Background: an optimization exercise with open tools, aiming at small area, a short achievable clock period and few clock cycles per item. Do not read the settings as production practice.
At most, simulation tests tie the RTL to the original design; equivalence was not proved.

==> flow/design.v (excerpt) <==
module tpu_top
(
        input  logic clk,
        input  logic rst_n,
        input  logic in_valid,
        input  logic [31:0] a,
        input  logic [31:0] b,
        input  logic out_ready,
        output logic in_ready,
        output logic [31:0] out,
        output logic out_valid,
        output logic done
);
        localparam int N = 4;
        localparam int W = 8;
        logic [N*W-1:0] a_r, b_r;        
        logic           v_r;             
        logic [1:0]     k_r;             
        logic [1:0]     kin;             
        logic           clr;             
        logic [N-1:0]   orow;            
        logic [N*W-1:0] obuf [N];
        logic [N*W-1:0] c_row [N];       
        logic last, ob_free, xfer, s2_ok, adv2, in_fire, out_fire, zero;
        assign last     = (k_r == 2'd3);
        assign ob_free  = !out_valid || (orow[N-1] && out_ready);
        assign s2_ok    = !last || ob_free;
        assign adv2     = v_r && s2_ok;
        assign xfer     = v_r && last && ob_free;
        assign in_ready = !v_r || s2_ok;
        assign in_fire  = in_valid && in_ready;
        assign out_valid = |orow;
        assign out_fire  = out_valid && out_ready;
        always_comb begin
                out = '0;
                for (int r = 0; r < N; r++) begin
                        out = out | (obuf[r] & {(N*W){orow[r]}});
                end
        end
        assign zero = last || clr;
        always_ff @(posedge clk or negedge rst_n) begin
                if (!rst_n) begin
                        v_r  <= 1'b0;
                        kin  <= 2'd0;
                        clr  <= 1'b1;
                        orow <= '0;
                        done <= 1'b0;
                end else begin
  ...
export LEC_CHECK = 0
export CAP_MARGIN = 20
export CORE_MARGIN = 2
export CORE_UTILIZATION = 40
export PLACE_DENSITY = 0.6
export SETUP_SLACK_MARGIN = 2.0
export SLEW_MARGIN = 20
create_clock -name core_clock -period 5.0 [get_ports {clk}]
run.sh (not shown) runs the stock make flow with config.mk's settings and CLKGATE_MAP_FILE= SYNTH_SCRIPT=/design/flow/synth_recipe.tcl, a recipe that flattens the netlist after the stock synthesis.
Edit:
SETUP_SLACK_MARGIN = 1.0   (was 2.0)
Setup slack degrades by 0.20 ns.
Routed wire length falls by about 10%.
Final area fell by about 10%.
Clock skew stays flat.
Edit:
SETUP_SLACK_MARGIN = not set   (was 1.0)
Design area is lower by a few percent.
Cell count is lower by a few percent.
Utilization is lower by 2.3 points.
Routed wire length is lower by a few percent.
First-iteration DRC count is higher by a few percent.
Function was not checked in any run of this note: the RTL went through the layout flow alone.

* * *

Setup of xenon:
tpu_top, a different RTL version from the one above (not shown whole).
For scale: ~2000 cells after synthesis, about 0.022 mm2 of cells after synthesis.
export LEC_CHECK = 0
export CAP_MARGIN = 20
export CORE_MARGIN = 2
export CORE_UTILIZATION = 55
export PLACE_DENSITY = 0.62
export SETUP_SLACK_MARGIN = 1.2
export SLEW_MARGIN = 20
export SYNTH_HIERARCHICAL = 1
create_clock -name core_clock -period 5.0 [get_ports {clk}]
standard.sh (not shown) runs the stock make flow with config.mk's settings and CLKGATE_MAP_FILE= SYNTH_SCRIPT=/design/flow/synth_recipe.tcl, a recipe that flattens the netlist after the stock synthesis.
==> flow/flow/run.sh <==
#!/bin/bash
# The standard layout with two changes:
# - the port buffers that buffer_ports inserts are sky130_fd_sc_hd__buf_4 instead of the
#   library's default pick, so the input ports can drive their fanout; every port still
#   gets its own buffer;
# - synthesis is the standard flow's own script (synth_recipe.tcl) except that Yosys's synth skips its
#   generic ABC pass (-noabc), so the full and half adders written in the RTL reach
#   extract_fa as written instead of re-expressed with inverters. Everything else (the
#   -nofsm -noshare synth, flattening, renaming, flip-flop mapping and the final ABC
#   mapping) is unchanged, so the registers are the standard synthesis's.
set -euo pipefail
sed '1s/.*/proc synth {args} { yosys synth -nofsm -noshare -noabc {*}$args }/' \
        synth_recipe.tcl > noabc_synth.tcl
sed "s#SYNTH_SCRIPT=[^ ]*#SYNTH_SCRIPT=$PWD/noabc_synth.tcl#" standard.sh > standard_noabc.sh
export BUFFER_PORTS_ARGS="-buffer_cell sky130_fd_sc_hd__buf_4"
bash standard_noabc.sh > standard.log 2>&1
xenon finished all stages; the layout is clean.
Testbench counts of xenon, summed over its fixed seeds: cycles 1,320, jobs 320.
The inputs of quartz differ from those of xenon as listed below.
-- flow/config.mk --
<<< xenon, line 11
export PLACE_DENSITY = 0.62
>>> quartz, line 11
export GPL_TIMING_DRIVEN = 0
export PLACE_DENSITY = 0.7
Findings:
From xenon to quartz the numbers moved as follows: arrival time at the worst endpoint shows an increase of 40 ps; wire length has decreased; wire length on met3 now smaller. Compared with xenon, quartz degrades sum of net half-perimeters after detailed placement.
--- input diff quartz..sierra ---
-- flow/config.mk --
<<< quartz, line 11
export GPL_TIMING_DRIVEN = 0
>>> sierra, line 11
<<< quartz, line 13
export SETUP_SLACK_MARGIN = 1.2
>>> sierra, line 12
export SETUP_SLACK_MARGIN = 1.8
==> comparison <==
Capture point of the worst path: obuf[3][6]$_DFFE_PP_ -> quartz, g_row[2].g_col[0].acc[5]$_DFFE_PP_ -> sierra
sierra against quartz: via count has increased, post-route worst hold slack decreased by 18 ps relative to the old numbers, number of design-rule violations left by the first detailed-router iteration rose about 80%, sequential share of layout area went down by 3.0 points, share of the core filled with cells now larger.
sierra ended with every stage complete and zero timing, DRC or antenna violations.
sierra: cell area is 12% higher than what quartz reported.
Per the comparison of sierra with quartz, data arrival at the endpoint of the critical path fell 210 ps.
Input changes introduced in ember (baseline for comparison: sierra):
-- flow/config.mk --
<<< sierra, line 12
export SETUP_SLACK_MARGIN = 1.8
>>> ember, line 12
export SETUP_SLACK_MARGIN = 1.2
Notes after the runs:
Endpoint of the worst setup timing path: g_row[1].g_col[3].acc[5]$_DFFE_PP_ -> ember, g_row[2].g_col[0].acc[5]$_DFFE_PP_ -> sierra. The top routing layer in use comes out met4 in one run and met5 in the other, namely in sierra and ember respectively. Total vias in the final route (sierra / ember): 1.08. ember vs sierra on average detailed-routed wire length per instance: ember is the lower one. ember: full flow OK, the timing, design-rule and antenna checks passed. The number of global-route vias before repair in sierra is 1.07 times that in ember. When the final numbers for ember and sierra were put side by side, the count of nets after finishing turned out to be greater in sierra.
Modified inputs, tundra compared to ember
-- flow/config.mk --
<<< ember, line 12
export SETUP_SLACK_MARGIN = 1.2
>>> tundra, line 12
export SETUP_SLACK_MARGIN = 1.4
==> summary.txt <==
- tundra: done, clean on timing, DRC and antenna
- ember → tundra: wire length of the first global-routing pass increased about 2%; total detailed-routing wirelength picked up an extra about 3.3%.
- Going from ember to tundra, maximum fanout encountered on the critical timing path grows by 14%.
- Summed area of non-filler cells in the final layout: tundra worse than ember
- A cell with the largest stage delay on the worst path of sky130_fd_sc_hd__fa_1 is what ember shows, while sky130_fd_sc_hd__fa_2 belongs to tundra.

[static timing again, ports no longer ideal]
No port has a modelled driver above. Below, the same layouts with a new extraction and two added sets of constraints. Step 1: set_driving_cell puts a clkbuf_16 on clk and a buf_2 on each other input, an assumption about the parent block. Step 2 adds t to the input delays and takes it off the output delays; t is the mean of the earliest and latest rising clock arrival at the registers after step 1. Input paths then give back, and output paths get back, about the clock's delay inside the block. Slacks: ideal / step 1 / step 2; pairs: ideal / step 1.
| run | t, ns | setup WS [ns] | worst hold slack (ns) |
|---|---|---|---|
| the first run of note 1 | 0.625 | 1.322 / 1.322 / 1.322 | 0.482 / 0.482 / 0.482 |
| the second run of note 1 | 0.624 | 1.124 / 1.070 / 1.124 | 0.469 / 0.469 / 0.469 |
| the third run of note 1 | 0.627 | 0.734 / 0.734 / 0.734 | 0.485 / 0.485 / 0.485 |
| xenon | 0.605 | 1.236 / 1.205 / 0.660 | 0.258 / 0.232 / 0.484 |
| quartz | 0.600 | 1.248 / 1.248 / 0.736 | 0.262 / 0.234 / 0.508 |
| sierra | 0.615 | 1.414 / 1.337 / 0.721 | 0.244 / 0.213 / 0.515 |
| ember | 0.599 | 1.288 / 1.311 / 0.712 | 0.260 / 0.233 / 0.486 |
| tundra | 0.603 | 1.422 / 1.425 / 0.822 | 0.258 / 0.230 / 0.485 |
After both steps every run listed still meets setup and hold. For sierra, which loses most, drivers alone change the setup slack by -0.077 ns; drivers and shift together by -0.693 ns.
